Source: an optimization exercise on an open RTL-to-GDS flow (aim: small area, a short achievable clock period and few clock cycles per item). Production flows keep margins and buffers that such runs may drop.
Only simulation tests tie the RTL to the original design; equivalence was not proved.
Power and IR drop assume default switching activity.

==> 09-09: inputs <==
==> flow/design.v <==
`timescale 1ns / 1ps
package fslt_pkg;
  localparam int TABLE_ENTRIES = 64;
  localparam int IDX_W  = (TABLE_ENTRIES > 1) ? $clog2(TABLE_ENTRIES) : 1;
  localparam int USED_W = $clog2(TABLE_ENTRIES + 1);
  localparam int KEY_W  = 32;
  localparam int CNT_W  = 16;
  localparam int TIME_W = 32;
  localparam int OUTCOME_W = 3;
  localparam int INDEX_OUT_W = 6;
  localparam int UNIQUE_W = 7;
  localparam int CFG_IDX_W = 1;
  localparam int CFG_DATA_W = 32;
  localparam logic [CNT_W-1:0] CNT_MAX  = '1;
  localparam logic [TIME_W-1:0] TIME_MAX = '1;
  localparam logic [CNT_W-1:0]  LOCK_LIMIT_RESET = 16'd3;
  localparam logic [TIME_W-1:0] LOCK_SPAN_RESET  = 32'd300;
  localparam logic [CFG_IDX_W-1:0] REG_LOCK_LIMIT = 1'd0;
  localparam logic [CFG_IDX_W-1:0] REG_LOCK_SPAN  = 1'd1;
  localparam logic [OUTCOME_W-1:0] OC_IGNORED   = 3'd0;
  localparam logic [OUTCOME_W-1:0] OC_COUNTED   = 3'd1;
  localparam logic [OUTCOME_W-1:0] OC_NEW_BLOCK = 3'd2;
  localparam logic [OUTCOME_W-1:0] OC_BLOCKED   = 3'd3;
  localparam logic [OUTCOME_W-1:0] OC_FULL      = 3'd4;
  localparam int RES_W = OUTCOME_W + INDEX_OUT_W + CNT_W + UNIQUE_W + 1;
  localparam int OUT_CAP = 4;
endpackage
`timescale 1ns / 1ps
module fslt_cell (
  input  logic                        clk,
  input  logic                        live,
  input  logic [fslt_pkg::KEY_W-1:0]  q_key,
  output logic                        match,
  input  logic                        key_we,
  input  logic [fslt_pkg::KEY_W-1:0]  key_wd,
  input  logic                        dat_we,
  input  logic [fslt_pkg::CNT_W-1:0]  cnt_wd,
  input  logic [fslt_pkg::TIME_W-1:0] lock_wd,
  output logic [fslt_pkg::CNT_W-1:0]  cnt,
  output logic [fslt_pkg::TIME_W-1:0] lock_end
);
  logic [fslt_pkg::KEY_W-1:0] key;
  assign match = live && (key == q_key);
  always_ff @(posedge clk) begin
    if (key_we) key <= key_wd;
  end
  always_ff @(posedge clk) begin
    if (dat_we) begin
      cnt      <= cnt_wd;
      lock_end <= lock_wd;
    end
  end
endmodule
`timescale 1ns / 1ps
module fslt_array (
  input  logic                                clk,
  input  logic [fslt_pkg::USED_W-1:0]         used,
  input  logic [fslt_pkg::KEY_W-1:0]          q_key,
  output logic [fslt_pkg::TABLE_ENTRIES-1:0]  match,
  input  logic                                key_we,
  input  logic [fslt_pkg::IDX_W-1:0]          key_idx,
  input  logic [fslt_pkg::KEY_W-1:0]          key_wd,
  input  logic                                dat_we,
  input  logic [fslt_pkg::IDX_W-1:0]          dat_idx,
  input  logic [fslt_pkg::CNT_W-1:0]          cnt_wd,
  input  logic [fslt_pkg::TIME_W-1:0]         lock_wd,
  input  logic [fslt_pkg::TABLE_ENTRIES-1:0]  rd_sel,
  output logic [fslt_pkg::CNT_W-1:0]          rd_cnt,
  output logic [fslt_pkg::TIME_W-1:0]         rd_lock
);
  localparam int N = fslt_pkg::TABLE_ENTRIES;
  logic [fslt_pkg::CNT_W-1:0]  cnt  [N];
  logic [fslt_pkg::TIME_W-1:0] lock [N];
  for (genvar i = 0; i < N; i++) begin : g_cell
    fslt_cell u_cell (
      .clk      (clk),
      .live     (fslt_pkg::USED_W'(i) < used),
      .q_key    (q_key),
      .match    (match[i]),
      .key_we   (key_we && (key_idx == fslt_pkg::IDX_W'(i))),
      .key_wd   (key_wd),
      .dat_we   (dat_we && (dat_idx == fslt_pkg::IDX_W'(i))),
      .cnt_wd   (cnt_wd),
      .lock_wd  (lock_wd),
      .cnt      (cnt[i]),
      .lock_end (lock[i])
    );
  end
  localparam int RW = fslt_pkg::CNT_W + fslt_pkg::TIME_W;
  logic [RW-1:0] lvl [2*N-1];
  for (genvar i = 0; i < N; i++) begin : g_leaf
    assign lvl[N-1+i] = {RW{rd_sel[i]}} & {cnt[i], lock[i]};
  end
  for (genvar i = 0; i < N-1; i++) begin : g_node
    assign lvl[i] = lvl[2*i+1] | lvl[2*i+2];
  end
  assign {rd_cnt, rd_lock} = lvl[0];
endmodule
`timescale 1ns / 1ps
module failed_source_lockout_table (
  input  logic                                clk,
  input  logic                                rst,
  input  logic                                in_valid,
  output logic                                in_ready,
  input  logic [fslt_pkg::KEY_W-1:0]          source_addr,
  input  logic                                is_failure,
  input  logic [fslt_pkg::TIME_W-1:0]         now_time,
  input  logic                                last_event,
  output logic                                out_valid,
  input  logic                                out_ready,
  output logic [fslt_pkg::OUTCOME_W-1:0]      outcome,
  output logic [fslt_pkg::INDEX_OUT_W-1:0]    entry_index,
  output logic [fslt_pkg::CNT_W-1:0]          fail_total,
  output logic [fslt_pkg::UNIQUE_W-1:0]       unique_count,
  output logic                                last_result,
  input  logic                                cfg_we,
  input  logic [fslt_pkg::CFG_IDX_W-1:0]      cfg_index,
  input  logic [fslt_pkg::CFG_DATA_W-1:0]     cfg_data
);
  localparam int N      = fslt_pkg::TABLE_ENTRIES;
  localparam int IDX_W  = fslt_pkg::IDX_W;
  localparam int USED_W = fslt_pkg::USED_W;
  localparam int KEY_W  = fslt_pkg::KEY_W;
  localparam int CNT_W  = fslt_pkg::CNT_W;
  localparam int TIME_W = fslt_pkg::TIME_W;
  localparam int RES_W  = fslt_pkg::RES_W;
  localparam int CAP    = fslt_pkg::OUT_CAP;
  logic [TIME_W-1:0] lock_span;
  logic [CNT_W-1:0]  limit_m1;       
  logic              limit_zero;     
  always_ff @(posedge clk) begin
    if (rst) begin
      lock_span  <= fslt_pkg::LOCK_SPAN_RESET;
      limit_m1   <= fslt_pkg::LOCK_LIMIT_RESET - CNT_W'(1);
      limit_zero <= fslt_pkg::LOCK_LIMIT_RESET == '0;
    end else if (cfg_we) begin
      unique case (cfg_index)
        fslt_pkg::REG_LOCK_LIMIT: begin
          limit_m1   <= cfg_data[CNT_W-1:0] - CNT_W'(1);
          limit_zero <= cfg_data[CNT_W-1:0] == '0;
        end
        fslt_pkg::REG_LOCK_SPAN:  lock_span  <= cfg_data[TIME_W-1:0];
      endcase
    end
  end
  logic [USED_W-1:0] used;           
  logic [N-1:0]      match;
  logic              key_we;
  logic [IDX_W-1:0]  key_idx;
  logic              dat_we;
  logic [IDX_W-1:0]  dat_idx;
  logic [CNT_W-1:0]  cnt_wd;
  logic [TIME_W-1:0] lock_wd;
  logic [N-1:0]      r_hit;
  logic [CNT_W-1:0]  rd_cnt;
  logic [TIME_W-1:0] rd_lock;
  logic [KEY_W-1:0]  r_addr;
  fslt_array u_array (
    .clk     (clk),
    .used    (used),
    .q_key   (source_addr),
    .match   (match),
    .key_we  (key_we),
    .key_idx (key_idx),
    .key_wd  (r_addr),
    .dat_we  (dat_we),
    .dat_idx (dat_idx),
    .cnt_wd  (cnt_wd),
    .lock_wd (lock_wd),
    .rd_sel  (r_hit),
    .rd_cnt  (rd_cnt),
    .rd_lock (rd_lock)
  );
  logic in_take;
  assign in_take = in_valid && in_ready;
  logic              r_valid;
  logic              r_fail;
  logic              r_last;
  logic [TIME_W-1:0] r_now;
  logic              r_same;         
  always_ff @(posedge clk) begin
    if (rst) r_valid <= 1'b0;
    else     r_valid <= in_take;
  end
  always_ff @(posedge clk) begin
    r_hit  <= match;
    r_addr <= source_addr;
    r_fail <= is_failure;
    r_last <= last_event;
    r_now  <= now_time;
    r_same <= (source_addr == r_addr);
  end
  logic              w_we;
  logic [IDX_W-1:0]  w_slot;
  logic [CNT_W-1:0]  w_cnt;
  logic [TIME_W-1:0] w_lock;
  logic [CNT_W-1:0]  c_cnt_wd;       
  logic [TIME_W-1:0] c_lock_wd;
  logic              c_valid;
  logic              c_fail;
  logic              c_last;
  logic              c_slotted;      
  logic [IDX_W-1:0]  c_slot;
  logic [CNT_W-1:0]  c_cnt;          
  logic [TIME_W-1:0] c_lock;         
  logic [TIME_W-1:0] c_now;
  logic [TIME_W-1:0] c_until;
  logic [USED_W-1:0] c_uniq;
  logic              r_clr;
  logic              r_fwd;
  logic              r_fwd2;
  logic              r_hit_any;
  logic              r_found;
  logic              r_room;
  logic              r_new;
  logic [IDX_W-1:0]  r_hit_idx;
  logic [IDX_W-1:0]  r_slot;
  logic [USED_W-1:0] r_used_after;
  logic [TIME_W:0]   r_sum;
  always_comb begin
    r_hit_idx = '0;
    for (int i = 0; i < N; i++) begin
      r_hit_idx = r_hit_idx | (r_hit[i] ? IDX_W'(i) : '0);
    end
  end
  always_comb begin
    r_clr        = c_valid && c_last;
    r_fwd        = r_same && c_valid && c_slotted && !c_last;
    r_hit_any    = (|r_hit) && !r_clr;
    r_found      = r_hit_any || r_fwd;
    r_room       = !used[USED_W-1];
    r_new        = r_fail && !r_found && r_room;
    r_slot       = r_fwd ? c_slot : (r_hit_any ? r_hit_idx : used[IDX_W-1:0]);
    r_used_after = used + USED_W'(r_new);
    r_fwd2       = w_we && (w_slot == r_slot);
    r_sum        = {1'b0, r_now} + {1'b0, lock_span};
  end
  assign key_we  = !used[USED_W-1];
  assign key_idx = used[IDX_W-1:0];
  always_ff @(posedge clk) begin
    if (rst) begin
      used <= '0;
    end else if (r_valid) begin
      used <= r_last ? '0 : r_used_after;
    end
  end
  always_ff @(posedge clk) begin
    if (rst) c_valid <= 1'b0;
    else     c_valid <= r_valid;
  end
  always_ff @(posedge clk) begin
    c_fail    <= r_fail;
    c_last    <= r_last;
    c_slotted <= r_fail && (r_found || r_room);
    c_slot    <= r_slot;
    c_cnt     <= !r_found ? '0 : r_fwd ? c_cnt_wd  : r_fwd2 ? w_cnt  : rd_cnt;
    c_lock    <= !r_found ? '0 : r_fwd ? c_lock_wd : r_fwd2 ? w_lock : rd_lock;
    c_now     <= r_now;
    c_until   <= r_sum[TIME_W] ? fslt_pkg::TIME_MAX : r_sum[TIME_W-1:0];
    c_uniq    <= r_used_after;
  end
  logic [CNT_W-1:0]  cur_cnt;
  logic [TIME_W-1:0] cur_lock;
  logic              blocked;
  logic [CNT_W-1:0]  cnt_inc;
  logic              reach;
  logic [fslt_pkg::OUTCOME_W-1:0]   res_outcome;
  logic [fslt_pkg::INDEX_OUT_W-1:0] res_index;
  logic [CNT_W-1:0]  res_total;
  logic [RES_W-1:0]  res;
  always_comb begin
    cur_cnt  = c_cnt;
    cur_lock = c_lock;
    blocked  = cur_lock > c_now;
    cnt_inc  = (cur_cnt == fslt_pkg::CNT_MAX) ? cur_cnt : cur_cnt + CNT_W'(1);
    reach    = limit_zero || (cur_cnt >= limit_m1);
    res_outcome = fslt_pkg::OC_IGNORED;
    res_index   = '0;
    res_total   = '0;
    if (c_fail) begin
      if (!c_slotted) begin
        res_outcome = fslt_pkg::OC_FULL;
      end else if (blocked) begin
        res_outcome = fslt_pkg::OC_BLOCKED;
        res_index   = c_slot;
        res_total   = cur_cnt;
      end else begin
        res_outcome = reach ? fslt_pkg::OC_NEW_BLOCK : fslt_pkg::OC_COUNTED;
        res_index   = c_slot;
        res_total   = cnt_inc;
      end
    end
    c_cnt_wd  = blocked ? cur_cnt : cnt_inc;
    c_lock_wd = (!blocked && reach) ? c_until : cur_lock;
  end
  always_ff @(posedge clk) begin
    if (rst) w_we <= 1'b0;
    else     w_we <= c_valid && c_slotted;
  end
  always_ff @(posedge clk) begin
    w_slot <= c_slot;
    w_cnt  <= c_cnt_wd;
    w_lock <= c_lock_wd;
  end
  assign dat_we  = w_we;
  assign dat_idx = w_slot;
  assign cnt_wd  = w_cnt;
  assign lock_wd = w_lock;
  assign res     = {res_outcome, res_index, res_total, c_uniq, c_last};
  logic [RES_W-1:0]           head;
  logic [RES_W-1:0]           qd [CAP-1];
  logic [$clog2(CAP):0]       qn;
  logic [$clog2(CAP):0]       pend;        
  logic                       take;
  logic                       head_free;
  assign take      = out_valid && out_ready;
  assign head_free = !out_valid || out_ready;
  always_ff @(posedge clk) begin
    if (rst) begin
      out_valid <= 1'b0;
      qn        <= '0;
    end else begin
      if (head_free) begin
        out_valid <= (qn != '0) || c_valid;
        qn        <= (qn != '0) ? qn - 1'b1 + c_valid : '0;
      end else begin
        qn        <= qn + c_valid;
      end
    end
  end
  always_ff @(posedge clk) begin
    if (head_free) begin
      head <= (qn != '0) ? qd[0] : res;
    end
    for (int k = 0; k < CAP-1; k++) begin
      if (head_free) begin
        if (c_valid && (qn != '0) && (qn - 1'b1 == k)) qd[k] <= res;
        else if (k < CAP-2)                            qd[k] <= qd[k+1];
      end else begin
        if (c_valid && (qn == k)) qd[k] <= res;
      end
    end
  end
  assign {outcome, entry_index, fail_total, unique_count, last_result} = head;
  always_ff @(posedge clk) begin
    if (rst) begin
      pend     <= '0;
      in_ready <= 1'b1;
    end else begin
      pend     <= pend + in_take - take;
      in_ready <= (pend + in_take - take) < CAP;
    end
  end
endmodule
==> flow/flow/run.sh <==
#!/bin/bash
set -o pipefail
bash standard.sh SETUP_SLACK_MARGIN=6.4 finish > standard_finish.log 2>&1
==> flow/standard.sh <==
#!/bin/bash
# synth_recipe.tcl (not shown) runs the flow's synth.tcl, then flattens the netlist and writes it again
# the make line also repeats each setting of config.mk as NAME=value (left out here)
make -C /OpenROAD-flow-scripts/flow DESIGN_CONFIG=/design/flow/config.mk WORK_HOME=/design/flow/orfs CLKGATE_MAP_FILE= SYNTH_SCRIPT=/design/flow/synth_recipe.tcl "${@:-finish}"
==> flow/config.mk <==
export PLATFORM = sky130hd
export DESIGN_NAME = failed_source_lockout_table
export DESIGN_NICKNAME = failed_source_lockout_table
export VERILOG_FILES = /design/flow/design.v
export SDC_FILE = /design/flow/constraint.sdc
export NUM_CORES = 4
export LEC_CHECK = 0
export ABC_CLOCK_PERIOD_IN_PS = 3500
export CAP_MARGIN = 20
export CORE_MARGIN = 2
export CORE_UTILIZATION = 50
export CTS_BUF_LIST = sky130_fd_sc_hd__clkbuf_16
export CTS_CLUSTER_DIAMETER = 80
export CTS_CLUSTER_SIZE = 24
export PLACE_DENSITY = 0.62
export SETUP_SLACK_MARGIN = 5
export SLEW_MARGIN = 20
==> flow/constraint.sdc <==
create_clock -name core_clock -period 10.0 [get_ports {clk}]
set_input_delay 2.0000 -clock core_clock [delete_from_list [all_inputs] [get_ports {clk}]]
set_output_delay 2.0000 -clock core_clock [all_outputs]
set_load 0.01 [all_outputs]
==> inputs of 07-26, as changes to 09-09 <==
--- a/flow/design.v
+++ b/flow/design.v
@@ -331,5 +331,9 @@
   always_ff @(posedge clk) begin
-    if (head_free) begin
+    if (rst) begin
+      head <= '0;
+    end else if (head_free) begin
       head <= (qn != '0) ? qd[0] : res;
     end
+  end
+  always_ff @(posedge clk) begin
     for (int k = 0; k < CAP-1; k++) begin
==> flow/flow/run.sh (replaced) <==
#!/bin/bash
set -o pipefail
bash standard.sh SETUP_SLACK_MARGIN=6.55 finish > standard_finish.log 2>&1
CELL_PAD_IN_SITES_DETAIL_PLACEMENT = 1   (was default)
CELL_PAD_IN_SITES_GLOBAL_PLACEMENT = 1   (was default)
==> inputs of 09-25, as changes to 09-09 <==
--- a/flow/design.v
+++ b/flow/design.v
@@ -331,5 +331,9 @@
   always_ff @(posedge clk) begin
-    if (head_free) begin
+    if (rst) begin
+      head <= '0;
+    end else if (head_free) begin
       head <= (qn != '0) ? qd[0] : res;
     end
+  end
+  always_ff @(posedge clk) begin
     for (int k = 0; k < CAP-1; k++) begin
==> flow/flow/run.sh (replaced) <==
#!/bin/bash
set -o pipefail
bash standard.sh SETUP_SLACK_MARGIN=6.55 finish > standard_finish.log 2>&1
==> results.txt <==
outcome finished clean; NetSw 9.410 mW; fin util 55.89%; starting density of the core 50.22%; Internal 32.02 mW; Non-clock buffering overhead 3.571%; seq pwr 25.9 mW; multi-input gates 6,003; Die H 659.1 microns
That was 07-26.
==> results.txt <==
fin util 55.17%; Non-clock buffering overhead 2.650%; Die H 659.4 microns; seq pwr 25.9 mW; NetSw 9.076 mW; Internal 31.90 mW; outcome finished clean
That was 09-09.
==> results.txt <==
outcome finished clean; Internal 31.63 mW; Die H 659.1 microns; Non-clock buffering overhead 3.507%; WHS Path Cells 0; NetSw 9.137 mW; fin util 55.69%; seq pwr 26.0 mW
That was 09-25.
Testbench counts of 09-09, summed over its fixed seeds: cycles 12,024, items 12,000.
Testbench counts of 07-26, summed over its fixed seeds: cycles 12,024, items 12,000.
Testbench counts of 09-25, summed over its fixed seeds: cycles 12,024, items 12,000.

-- what the ideal ports hide --
No port has a modelled driver above. Below, the same layouts with a new extraction and two added sets of constraints. Step 1, drivers: a clkbuf_16 drives clk and a buf_2 each remaining input, both assumed. Step 2 adds t to the input delays and takes it off the output delays; t is the mean of the earliest and latest rising clock arrival at the registers after step 1. Input paths then give back, and output paths get back, about the clock's delay inside the block. a / b / c = ideal / step 1 / step 2; a / b = the first two.
| run | shift t [ns] | setup slack, ns | slew at the worst register clock pin (ns) | pins driven straight from the clock port |
|---|---|---|---|---|
| 09-09 | 1.104 | 6.208 / 6.208 / 5.350 | 0.10 / 0.10 | 1 |
| 07-26 | 1.126 | 6.041 / 6.041 / 5.470 | 0.11 / 0.11 | 1 |
| 09-25 | 1.114 | 6.297 / 6.297 / 5.438 | 0.10 / 0.10 | 1 |
After both steps setup and hold are still met in every run listed. The setup slack of 09-25, which loses most, moves by 0.000 ns with the drivers and by -0.859 ns with both steps.
